From an optimization exercise on the open Yosys and OpenROAD flow, aimed at a short achievable clock period and few clock cycles; shortcuts taken in it are not production practice. Where RTL was checked, it was by simulation tests only, not by an equivalence proof against the original. The RTL of run 1 was laid out without a check of its function.

==> design.v <==
	typedef logic [32-1:0] word_t;
	typedef logic [16-1:0] half_t;
	typedef logic [3-1:0] reg_code_t;
	typedef logic [4-1:0] flags_t;
	typedef enum logic [3:0] {
		ADD   = 4'd0,
		ADC   = 4'd1,
		SUB   = 4'd2,
		AND   = 4'd3,
		OR    = 4'd4,
		XOR   = 4'd5,
		SHL   = 4'd6,
		SHR   = 4'd7,
		MOVR  = 4'd8,
		MOVL  = 4'd9,
		MOVH  = 4'd10,
		MOVF  = 4'd11,
		JMP   = 4'd12,
		LOAD  = 4'd13,
		STORE = 4'd14,
		NOP   = 4'd15
	} opcode_t;
	typedef enum logic [1:0] {
		ALWAYS = 2'd0,
		ZERO   = 2'd1,
		CARRY  = 2'd2,
		SIGN   = 2'd3
	} cond_t;
	localparam reg_code_t IP_CODE = 3'd7;
	typedef enum logic [1:0] {
		PART_NONE = 2'd0,
		PART_LOW  = 2'd1,
		PART_HIGH = 2'd2
	} part_sel_t;
	typedef struct packed {
		half_t instr;
		word_t addr;
		logic  lower;
		half_t ext;
	} fetch_out_t;
	typedef struct packed {
		opcode_t   op;
		reg_code_t op1;
		reg_code_t op2;
		logic      suffix;
		cond_t     cond;
		half_t     imm;
	} dec_out_t;
	typedef struct packed {
		logic      we;
		reg_code_t dest;
		word_t     result;
		part_sel_t part;
		logic      mem_req;
		logic      mem_we;
		word_t     addr;
		word_t     data;
		logic      jump;
	} exe_out_t;
	typedef enum logic {
		IDLE     = 1'b0,
		MEM_WAIT = 1'b1
	} wb_state_t;
`timescale 1ns/1ps
module cpu_core (
	input  logic  clk,
	input  logic  rst_n,
	output word_t instr_addr,
	input  word_t instruction,
	output word_t address,
	output word_t writedata,
	output logic  wren,
	output logic  request,
	input  word_t readdata,
	input  logic  response
);
	localparam int MSB = 32 - 1;
	logic  v;           
	logic  half;        
	logic  wait_ld;     
	word_t ir_addr;     
	word_t fa;          
	half_t cur;         
	half_t lowh;        
	assign instr_addr = fa;
	logic [7:0] ahot, bhot;
	logic d_alu, d_add, d_adc, d_sub, d_and, d_or, d_xor, d_shl, d_shr;
	logic d_movr, d_movl, d_movh, d_movf, d_jmp, d_load, d_store;
	logic d_s;
	logic [3:0] d_cond;
	word_t regs [0:6];
	logic  fl_c, fl_o, fl_s, fl_z;
	flags_t flags;
	assign flags = {fl_z, fl_o, fl_s, fl_c};
	logic      ld_busy;
	logic [6:0] ld_hot;
	word_t ra, rb;
	always_comb begin
		ra = ahot[7] ? ir_addr : '0;
		rb = bhot[7] ? ir_addr : '0;
		for (int i = 0; i < 7; i++) begin
			ra = ra | (ahot[i] ? regs[i] : '0);
			rb = rb | (bhot[i] ? regs[i] : '0);
		end
	end
	logic        arith, sub_ext, cin;
	word_t       rbx;
	logic [32:0] sum;
	word_t       lres;
	word_t       res;
	logic        c_nxt, o_nxt, z_nxt, zadd;
	assign arith = d_add | d_adc | d_sub;
	assign rbx = d_sub ? ~rb : rb;
	assign cin = d_sub | (d_adc & fl_c);
	assign sum = {1'b0, ra} + {1'b0, rbx} + {32'd0, cin};
	assign zadd = (ra ^ rbx) == {ra[MSB-1:0] | rbx[MSB-1:0], cin};
	always_comb begin
		lres = '0;
		if (d_and) lres = lres | (ra & rb);
		if (d_or) lres = lres | (ra | rb);
		if (d_xor) lres = lres | (ra ^ rb);
		if (d_shl) lres = lres | {rb[MSB-1:0], 1'b0};
		if (d_shr) lres = lres | {1'b0, rb[MSB:1]};
		res = arith ? sum[MSB:0] : lres;
		c_nxt = arith ? (sum[32] ^ d_sub) : ((d_shl & rb[MSB]) | (d_shr & rb[0]));
		o_nxt = arith & (ra[MSB] == rbx[MSB]) & (sum[MSB] != ra[MSB]);
		z_nxt = arith ? zadd : (lres == '0);
	end
	word_t mv;
	always_comb begin
		mv = '0;
		if (d_movl) mv = mv | {ra[31:16], lowh};
		if (d_movh) mv = mv | {lowh, ra[15:0]};
		if (d_movf) mv = mv | {28'd0, flags};
		if (d_movr) mv = mv | rb;
	end
	logic take;
	assign take = d_cond[0] | (d_cond[1] & fl_z) | (d_cond[2] & fl_c) | (d_cond[3] & fl_s);
	logic d_mov;
	assign d_mov = d_movr | d_movl | d_movh | d_movf;
	logic reads_a, reads_b, writes_a, hazard;
	assign reads_a = d_add | d_adc | d_sub | d_and | d_or | d_xor | d_movl | d_movh | d_store;
	assign reads_b = d_alu | d_movr | d_load | d_store;
	assign writes_a = (d_alu & d_s) | d_mov | d_load;
	assign hazard = ld_busy & ((((reads_a | writes_a) & |(ahot[6:0] & ld_hot))) |
		(reads_b & |(bhot[6:0] & ld_hot)));
	logic d_mem, stall, go;
	assign d_mem = d_load | d_store;
	assign stall = hazard | (d_mem & request);
	assign go = v & !stall;
	logic jump, word_end, ld_jump;
	word_t tgt;
	assign jump = (d_jmp & take) | (ahot[7] & (d_mov | (d_alu & d_s)));
	assign ld_jump = d_load & ahot[7];
	assign word_end = half | d_movl | d_movh;
	assign tgt = d_jmp ? ra : (d_alu ? res : mv);
	logic load_word, next_half;
	assign load_word = (go & word_end & !jump & !ld_jump) | (!v & !wait_ld);
	assign next_half = go & !word_end & !jump & !ld_jump;
	half_t ncur;
	logic  nhalf;
	assign ncur = load_word ? instruction[31:16] : lowh;
	assign nhalf = !load_word;
	always_ff @(posedge clk or negedge rst_n) begin
		if (!rst_n) begin
			v <= 1'b0;
			half <= 1'b0;
			wait_ld <= 1'b0;
			ir_addr <= '0;
			fa <= '0;
			cur <= '0;
			lowh <= '0;
			ahot <= '0;
			bhot <= '0;
			d_alu <= 1'b0; d_add <= 1'b0; d_adc <= 1'b0; d_sub <= 1'b0;
			d_and <= 1'b0; d_or <= 1'b0; d_xor <= 1'b0; d_shl <= 1'b0; d_shr <= 1'b0;
			d_movr <= 1'b0; d_movl <= 1'b0; d_movh <= 1'b0; d_movf <= 1'b0;
			d_jmp <= 1'b0; d_load <= 1'b0; d_store <= 1'b0;
			d_s <= 1'b0;
			d_cond <= '0;
		end else begin
			if (load_word) begin
				v <= 1'b1;
				ir_addr <= fa;
				fa <= fa + 32'd1;
				lowh <= instruction[15:0];
			end else if (go && (jump || ld_jump)) begin
				v <= 1'b0;
				wait_ld <= ld_jump;
				if (jump) fa <= tgt;
			end
			if (wait_ld && request && response) begin
				wait_ld <= 1'b0;
				fa <= readdata;
			end
			if (load_word || next_half) begin
				half <= nhalf;
				cur <= ncur;
				for (int i = 0; i < 8; i++) begin
					ahot[i] <= ncur[11:9] == i;
					bhot[i] <= ncur[8:6] == i;
				end
				d_alu <= !ncur[15];
				d_add <= ncur[15:12] == 4'd0;
				d_adc <= ncur[15:12] == 4'd1;
				d_sub <= ncur[15:12] == 4'd2;
				d_and <= ncur[15:12] == 4'd3;
				d_or <= ncur[15:12] == 4'd4;
				d_xor <= ncur[15:12] == 4'd5;
				d_shl <= ncur[15:12] == 4'd6;
				d_shr <= ncur[15:12] == 4'd7;
				d_movr <= ncur[15:12] == 4'd8;
				d_movl <= ncur[15:12] == 4'd9 && !nhalf;
				d_movh <= ncur[15:12] == 4'd10 && !nhalf;
				d_movf <= ncur[15:12] == 4'd11;
				d_jmp <= ncur[15:12] == 4'd12;
				d_load <= ncur[15:12] == 4'd13;
				d_store <= ncur[15:12] == 4'd14;
				d_s <= ncur[5];
				for (int i = 0; i < 4; i++) d_cond[i] <= ncur[5:4] == i;
			end
		end
	end
	logic ex_we;
	word_t wval;
	assign ex_we = go & !ahot[7] & ((d_alu & d_s) | d_mov);
	assign wval = d_alu ? res : mv;
	logic ld_we;
	assign ld_we = request & response & ld_busy;
	always_ff @(posedge clk or negedge rst_n) begin
		if (!rst_n) begin
			for (int i = 0; i < 7; i++) regs[i] <= '0;
			fl_c <= 1'b0;
			fl_o <= 1'b0;
			fl_s <= 1'b0;
			fl_z <= 1'b0;
		end else begin
			for (int i = 0; i < 7; i++) begin
				if (ex_we && ahot[i]) regs[i] <= wval;
				else if (ld_we && ld_hot[i]) regs[i] <= readdata;
			end
			if (go && d_alu) begin
				fl_c <= c_nxt;
				fl_o <= o_nxt;
				fl_s <= res[MSB];
				fl_z <= z_nxt;
			end
		end
	end
	logic issue;
	assign issue = go & d_mem;
	always_ff @(posedge clk or negedge rst_n) begin
		if (!rst_n) begin
			request <= 1'b0;
			address <= '0;
			writedata <= '0;
			wren <= 1'b0;
			ld_busy <= 1'b0;
			ld_hot <= '0;
		end else begin
			if (issue) begin
				request <= 1'b1;
				address <= d_load ? rb : ra;
				writedata <= rb;
				wren <= d_store;
				ld_busy <= d_load & !ahot[7];
				ld_hot <= d_load ? ahot[6:0] : 7'd0;
			end else if (request && response) begin
				request <= 1'b0;
				ld_busy <= 1'b0;
			end
		end
	end
endmodule
==> flow/run.sh <==
#!/bin/bash
set -euo pipefail
cd "$(dirname "$0")/.."
export SETUP_SLACK_MARGIN=${MARGIN:-8.5}
bash standard.sh > standard_flow.log 2>&1
==> standard.sh <==
#!/bin/bash
# synth_recipe.tcl (not shown) runs the flow's synth.tcl, then flattens the netlist and writes it again
# the make line also repeats each setting of config.mk as NAME=value (left out here)
make -C /OpenROAD-flow-scripts/flow DESIGN_CONFIG=/design/flow/config.mk WORK_HOME=/design/flow/orfs CLKGATE_MAP_FILE= SYNTH_SCRIPT=/design/flow/synth_recipe.tcl "${@:-finish}"
==> config.mk <==
export PLATFORM = sky130hd
export DESIGN_NAME = cpu_core
export DESIGN_NICKNAME = cpu_core
export VERILOG_FILES = /design/flow/design.v
export SDC_FILE = /design/flow/constraint.sdc
export NUM_CORES = 4
export LEC_CHECK = 0
export CAP_MARGIN = 20
export CORE_MARGIN = 2
export CORE_UTILIZATION = 40
export SLEW_MARGIN = 20
==> constraint.sdc <==
create_clock -name core_clock -period 12.0 [get_ports {clk}]
set_input_delay 2.4000 -clock core_clock [delete_from_list [all_inputs] [get_ports {clk}]]
set_output_delay 2.4000 -clock core_clock [all_outputs]
set_load 0.01 [all_outputs]
==> results.txt, run 1 <==
The run finished with no timing, DRC or antenna violations. Setup repair after global routing could not meet its margin everywhere. The biggest area contributor in the post-synthesis netlist is dfrtp_1. The average size of a mapped cell came out at approximately 7.9 µm². The count of endpoints failing hold in the final timing report came to 0.

After clock tree synthesis, the clock-pin slew on the worst setup and hold paths is around 0.060 ns. The number of pins exceeding their max-slew limit in the final report was 0. The count of hold buffers inserted by post-cts repair came out at 0. Counting every net in the synthesized netlist gives approximately 3800. The overall via count from detail_route came out at ~32000. The number of I/O pins is roughly 170. The wire length of the first global-routing pass is between 200000 and 250000 µm. Dividing the final minimum period by the clock period gives 37.5%. Among all flip-flop cells after synthesis, the most frequent one is dfrtp_1. The highest attainable clock frequency came out at ~220 MHz. The total overflow left after global routing is 0. The synthesis-stage register bit count is 422. The total routed wirelength came out at ~140000 µm.

The number of iterations in the first detailed-routing pass is 8. The count of input and output buffers came out at between 150 and 200. The synthesized cell area is between 20000 and 30000 µm².

The weighted congestion reported at the end of routability-driven placement is about 1.0. After detailed routing, no signal wire sits above met5. The critical path data arrival time came out at about 5 ns. The routed length on met2 is between 50000 and 60000 µm. The number of different library cells in the post-synthesis netlist is 72. The wire length on met3 came out at between 20000 and 25000 µm. In the final layout, the share of cells above drive strength 1 is a little under a quarter. The final period demand of the worst path came out at 4.50 ns. The post-place setup slack came out at around 6.5 ns. The post-layout worst setup margin came out at roughly 7.5 ns. The area share of the largest cell type after synthesis came out at a little under two fifths. The worst setup path is of the reg2reg kind.

The initial standard-cell utilization of the core is slightly above 40%. The path category of the worst min-delay check is reg2reg. TritonCTS built the clock tree. The worst setup path is launched from a flip-flop. The total CTS buffers came out at a little under 50. After detailed routing, the number of remaining DRC violations is 0. The number of global-route vias before repair was 29098. The CTS H-tree depth is 2.

The total area inside the core boundary comes to approximately 70000 µm². The async set or reset register ratio after synthesis is between 90% and 100%. The relative max-transition margin is between 7 and 8%. In the synthesized netlist, the cells that appear most often are nand2_1, dfrtp_1, a22oi_1.

The die span in x is roughly 270 µm. No sink is reached through more buffers than the 3 on the longest clock path. Summed over all failing endpoints, the final setup total negative slack is 0 ns. The tree is rooted in a clkbuf_16. The area added between synthesis and finish is 29.4%. The maximum number of pins on one net before global-route repair came out at 129. After detailed routing, the number of vias per cell comes to 6.52. Between clock sinks in the finished design, the worst skew comes to just under 0.02 ns. The net count reported at finish came out at a little over 4000. The floorplan has 97 rows. The tree built by TritonCTS fans out to around 420 sinks.

The post-detailed-placement half-perimeter wirelength is around 83000 µm. The post-route antenna net violation count came out at 0. In the synthesized netlist, the number of instances is around 3600. Yosys instantiated no cell more often than nand2_1.

Across the run, the number of max-cap violations was 0. Counting flops with a built-in enable in the synthesized netlist gives 0. After detailed routing, the wire length on met1 is 51800 µm. The floorplan step set the die height to ~270 µm. The first routing iteration left between 4000 and 5000 violations. The setup-violating endpoint count in the final report came out at 0.

The clock reaches the later pin of the worst-skew pair after roughly 0.64 ns. The slew at the pin closest to its max-slew limit came out at roughly 1.4 ns. In this design, the largest share of critical-path delay is due to compound AO/OA/AOI/OAI gates. In this design, the stage delay of the slowest critical-path cell is about 0.44 ns. The buffering stage count on the worst path with inverters included is 5. During synthesis, Yosys emitted a total of 2 warnings.

STA classifies the critical path endpoint as a flip-flop. In this run the worst path has a maximum fanout of 34. In the post-synthesis netlist, the biggest area contributors are dfrtp_1, nand2_1, a22oi_1, o21ai_0, ha_1. The register area share after synthesis came out at between 30% and 40%. The slowest cell on the critical path is fa_2. The global routing usage summed across all routing layers is a little under two fifths. The floorplan step defined a die boundary enclosing about 73000 µm². For the worst setup path, the data required time is between 10 and 15 ns. The critical path goes through buf_12, a22oi_2, nand4_1, xor2_2, fa_2, fa_2, a21o_1, a221oi_4, o211ai_4, buf_4, buf_6, buf_4, nand4_1, o211a_1, or3_1, a21oi_2, o21ai_4, buf_12, o21ai_1. The initial antenna violation count is 8. The average detailed-routed wire length per instance is just under 30 µm.
## metal layers
layer | vias to the layer above | global-route usage, %
met5 | - | 0.526
met4 | 8 | 26.6
met3 | 673 | 14.9
met2 | 2392 | 51.7
met1 | 15076 | 46.9
li1 | 13388 | -
## tightest hold or removal path, cell delays in order, from the launching register on
cell and delay, ns:
dfrtp_1 0.33, nand2_1 0.05, o21ai_0 0.06
## layout make-up
cell class | instances | area [µm²]
diodes | 5 | 12.5
repair buffers | 529 | 4880
clock buffers | 65 | 1370
well taps | 940 | 1180
clock inverters | 24 | 300
flip-flops and latches | 422 | 10600
multi-input cells | 2738 | 17900
inverters | 111 | 417
fillers | 6618 | 33400
## cell usage in the layout, fill, tap and decap left out, drive strengths merged, types with 12 or more instances in the layout
cell type,synthesis,final
clkinv,1,17
xor2,62,62
clkbuf,254,67
a221oi,47,47
and2,27,29
o211ai,23,23
a221o,12,12
nor3,28,28
and3,78,79
buf,71,462
dfrtp,422,422
a21oi,175,175
clkdlybuf4s50,0,60
ha,127,127
nor2,87,87
o221ai,12,12
nand4,92,92
a21o,24,24
nand2,916,916
o21ai,322,322
inv,110,112
a22oi,357,357
nor4,15,15
xnor2,35,35
o31ai,22,22
a31oi,62,62
nand3,46,46
a22o,34,34
## registers in the layout (all words and copies together), names as in the netlist, 4 cells and up
register,flops
ir_addr,32
ld_hot,7
lowh,16
ahot,8
fa,32
address,32
regs,224
writedata,32
bhot,8
d_cond,4
## path summary, 6_finish.rpt
| kind | slack [ns] | to | start | depth (start not counted) |
|---|---|---|---|---|
| worst max-delay path | 7.50 | regs[6][30] | bhot[1] | 19 |
| worst min-delay path | 0.47 | address[24] | address[24] | 2 |
| worst max register to register | 7.50 | regs[6][30] | bhot[1] | 19 |
| worst min register to register | 0.47 | address[24] | address[24] | 2 |
| max in group asynchronous | 8.78 | bhot[0] | rst_n | 3 |
| min in group asynchronous | 1.70 | writedata[7] | rst_n | 1 |
## cell families (layout without fill, tap and decap cells)
logic type,Yosys count,after routing,share of synthesized area [%]
buf+inv,436,729,6.10
mux,10,10,0.362
other cells,0,5,0
xor+xnor,97,97,3.00
flops,422,422,37.3
fa+ha+maj,129,129,5.75
compound gates,1165,1166,27.1
simple gates,1333,1336,20.4
## timing repair
| action | 4_1_cts | 5_1_grt |
|---|---|---|
| cloned | 8 | 1 |
| pin swaps | 153 | 101 |
| setup endpoints to repair | 596 | 410 |
| setup buffers | 224 | 61 |
| hold endpoints to repair | 0 | 0 |
| gates resized for setup | 778 | 231 |
## metrics by stage
step	utilization (%)	instance area (µm²)	hold WS (ns)	cells
detailed placement	43.8	30600	0.469	4444
CTS	50.3	35200	0.477	4765
floorplan	-	28800	0.444	3592
global placement	43.8	30600	0.461	4444
global route	52.4	36700	0.492	4832
finish	52.4	36700	0.471	4834
==> inputs of run 2 (changes only) <==
--- a/design.v
+++ b/design.v
@@ -141,3 +141,3 @@
 	logic reads_a, reads_b, writes_a, hazard;
-	assign reads_a = d_add | d_adc | d_sub | d_and | d_or | d_xor | d_movl | d_movh | d_store;
+	assign reads_a = d_add | d_adc | d_sub | d_and | d_or | d_xor | d_movl | d_movh | d_store | d_jmp;
 	assign reads_b = d_alu | d_movr | d_load | d_store;
==> run 2 against run 1 <==
  * Synthesized cell count decreased by 12%
  * Critical path depth decreased by 4
  * Setup slack gained 0.36 ns
  * Die area fell by 1.5%
  * Via count shrank 3.9%
  * Highest routed layer unchanged
==> results.txt, run 2 <==
The number of global-route vias before repair came out at 29256 (+0.54%). The area of all sequential standard cells is 10600 µm² (unchanged). The area share of the largest cell type after synthesis is 37.9% (+0.59 points). The average size of a mapped cell is 8.78 µm² (+11%). The global routing usage summed across all routing layers is 37.5% (+0.21 points). The clock-pin slew reported for the worst setup and hold paths after clock tree synthesis is 0.06 ns (about the same). The clock sink total came to 422 (unchanged). The number of remaining DRC errors came out at 0 (unchanged). The share of layout cells above drive strength 1 came out at 26.8% (+3.3 points). The post-detailed-placement half-perimeter wirelength came out at 79600 µm (-4.6%). Sorting the synthesized cells by area gives the leading types as dfrtp_1, a22oi_1, o21ai_0, nand2_1, ha_1.

The CTS H-tree depth came out at 2 (unchanged). The latest clock arrival within the worst-skew pair came out at 0.64 ns (about the same).

The critical hold path startpoint is writedata[5]. The number of different library cells in the post-synthesis netlist was 97 (+35%). The TritonCTS clock tree is yes. The total routed wirelength is 139000 µm (-2.2%). In the synthesized netlist the dominant register cell turns out to be dfrtp_1.

The post-placement cell area came out at 30200 µm² (-1.4%). The final clock period utilization by the worst path came to 34.5% (-3.0 points). The worst clock skew was 0.0478 ns (+0.0280 ns). The slack of the worst reg-to-reg path came to 7.86 ns (+0.36 ns). STA classifies the critical path startpoint as a flip-flop. The library cell used as clock root buffer is clkbuf_16. The net count reported at finish came out at 3694 (-8.7%).

The number of flip-flops in the largest register came to 224 (unchanged). The highest attainable clock frequency is 241 MHz (+8.7%). The synthesized cell area is 27900 µm² (-1.6%).

The weighted congestion reported at the end of routability-driven placement came to 0.939 (-8.3%). The maximum number of pins on one net before global-route repair came out at 169 (+31%). The min-delay analysis places its worst path in the category reg2reg. The site row count came out at 96 (-1.0%). The overall via count from detail_route came out at 30298 (-3.9%). The register with the most flip-flops in the final layout is regs. The count of input and output buffers was 160 (unchanged).

In the layout the commonest cells are nand2_1, a22oi_1, dfrtp_1. The average detailed-routed wire length per instance came out at 31.0 µm (+5.7%).

STA classifies the critical path endpoint as a flip-flop. The critical path data arrival time came out at 4.65 ns (-0.34 ns). The count of endpoints failing hold in the final timing report is 0 (unchanged).

The flow ran to the end and the layout has no timing, DRC or antenna violations. The core utilization of the finished layout came out at 53.6% (+1.2 points). The violation count after the first detailed-routing iteration is 5098 (+11%).

The core box area came out at 68800 µm² (-1.7%). The area added between synthesis and finish is 32.1%. The largest driver fanout on the critical path is 10 (-71%).

The number of flops mapped to enable cells by yosys is 0 (unchanged). The wire length of the first global-routing pass is 197000 µm (-2.1%). The multi-input logic area came out at 17500 µm² (-2.1%). The final-layout setup total negative slack came out at 0 ns (unchanged). The synthesized net count came out at 3372 (-11%).

The reg-to-reg startpoint is bhot[6]. nand2_1 is the most common cell in the netlist. Setup repair after global routing could not meet its margin everywhere. The final period demand of the worst path was 4.14 ns (-0.359 ns). The commonest cells after synthesis are nand2_1, dfrtp_1, a22oi_1.

The number of fill cells came out at 6168 (-6.8%). The height of the die came to 268 µm (-0.77%). The number of warning messages in the yosys log came out at 2 (unchanged). The critical path data required time came out at 12.51 ns (+0.03 ns). The maximum root-to-sink buffer count came out at 3 (unchanged). The instance count along the most critical hold path is 2 (unchanged).

The average via count per standard cell came out at 6.77 (+3.8%). The number of instances in the synthesized netlist came to 3176 (-12%).

The die span in x came out at 268 µm (-0.77%). The synthesis-stage register bit count is 422 (unchanged). The number of I/O pins came out at 165 (unchanged).

The full die area was 71900 µm² (-1.5%). The number of cells on the worst reg-to-reg path came out at 15 (-4). The finished layout cell area came out at 36900 µm² (+0.49%). The async set or reset register ratio after synthesis came to 100% (unchanged).

The largest area contributor in the synthesized netlist is dfrtp_1. The setup-violating endpoint count in the final report came out at 0 (unchanged). The slew at the pin closest to its max-slew limit is 1.23 ns (-0.158 ns). The reported max-cap violation count came out at 0 (unchanged). The number of pins exceeding their max-slew limit in the final report came out at 0 (unchanged). In this run the critical register-to-register path is captured at fa[28].

The setup path with the least slack is of type reg2reg. The post-route antenna net violation count came to 0 (unchanged). The initial standard-cell utilization of the core came out at 40.5% (+0.067 points). The residual overflow from global routing came to 0 (unchanged). The initial antenna violation count came out at 15 (+7).

The total CTS buffers is 49 (unchanged). The number of iterations in the first detailed-routing pass came out at 10 (+2). The leading cell type in the layout, fill and taps excluded is nand2_1. The relative max-transition margin is 17.1% (+9.9 points). The worst hold path terminates at writedata[5]. The register area share after synthesis came out at 37.9% (+0.59 points).
## run 2: cell count changes after synthesis, sizes merged, moves of 10 or more
| cell | before | now |
|---|---|---|
| a21oi | 175 | 133 |
| and3 | 78 | 9 |
| nand2 | 916 | 436 |
| a22o | 34 | 24 |
| a31oi | 62 | 34 |
| mux2i | 8 | 123 |
| a22oi | 357 | 410 |
| and2 | 27 | 14 |
| mux2 | 2 | 29 |
| clkbuf | 254 | 149 |
| nand4 | 92 | 82 |
| buf | 71 | 144 |
| o21ai | 322 | 364 |
| a221o | 12 | 24 |
## run 2: layout make-up
| class | instances | share of cell area, % |
|---|---|---|
| multi-input combinational | 2353 | 47.6 |
| clock inverter | 17 | 0.604 |
| antenna | 5 | 0.0339 |
| sequential | 422 | 28.8 |
| timing repair buffer | 556 | 14.7 |
| clock buffer | 73 | 3.93 |
| inverter | 116 | 1.18 |
| tap | 931 | 3.16 |
## run 2: repair_timing
action / in CTS / in global routing
hold buffers: 0 / 0
cloned: 17 / 2
setup endpoints to repair: 500 / 444
pin swaps: 134 / 90
resized for setup: 771 / 210
buffers inserted: 253 / 62
## run 2: kinds of logic after synthesis
family                   synth area share (%)
buffers and inverters                    6.05
XOR/XNOR                                 3.14
multiplexers                             5.58
flip-flops                               37.9
AO/OA/AOI/OAI                            28.8
adder cells (fa/ha/maj)                  5.84
AND/OR/NAND/NOR                          12.7
## run 2: worst max-delay path, cell delays in order, from the launching register on
cell	delay, ns
dfrtp_2	0.42
buf_12	0.14
buf_12	0.15
a22oi_1	0.22
nand4_1	0.42
xor2_1	0.29
ha_1	0.45
nand2_1	0.22
a21oi_1	0.09
and2b_1	0.17
a211o_4	0.36
o211a_1	0.23
a2111o_1	0.33
a31oi_4	0.27
or2_1	0.16
a31oi_1	0.09
## run 2: stage by stage
step | hold slack (ns) | worst slack, ns | cells
finish | 0.472 | 7.86 | 4473
floorplan | 0.443 | 8.20 | 3176
global placement | 0.465 | 6.56 | 4043
detailed placement | 0.469 | 6.53 | 4043
global route | 0.495 | 7.78 | 4469
CTS | 0.478 | 7.89 | 4403
## run 2: worst max-delay path by stage
stage	start	to
2_1_floorplan	bhot[2]	fa[8]
3_3_place_gp	bhot[3]	regs[1][30]
3_5_place_dp	bhot[3]	regs[5][30]
4_1_cts	bhot[3]	fa[28]
5_1_grt	bhot[3]	regs[5][30]
6_report	bhot[6]	fa[28]
## run 2: metal layers
layer / up-vias / wire, µm / track usage (%)
li1: 12460 / - / -
met1: 14666 / 50100 / 46.5
met2: 2482 / 57000 / 53.2
met3: 672 / 20800 / 15.3
met4: 18 / 10900 / 25.5
met5: - / 131 / 0
Testbench counts of run 2, summed over its fixed seeds: cycles 103,765.

[port drivers added, routing unchanged]
The results above use ideal ports. As a check the final layouts listed here were re-extracted and re-timed, cells and wires unchanged. Step 1, drivers: a clkbuf_16 drives clk and a buf_2 each remaining input, both assumed. Step 2, shift: input delay + t, output delay - t, t = (earliest + latest rising clock arrival at the registers) / 2. This alone moves slack from input paths to output paths. a / b / c = no drivers / after step 1 / after step 2; a / b = the first two.
run | t (ns) | setup WS [ns] | worst setup path at the end | clock arrival spread, ns
run 1 | 0.698 | 7.498 / 7.498 / 7.498 | register to register | 0.020 / 0.021
run 2 | 0.686 | 7.858 / 7.858 / 7.694 | input to register | 0.048 / 0.048
After both steps setup and hold are still met in every run listed. The setup slack of run 2, which loses most, moves by 0.000 ns with the drivers and by -0.164 ns with both steps.
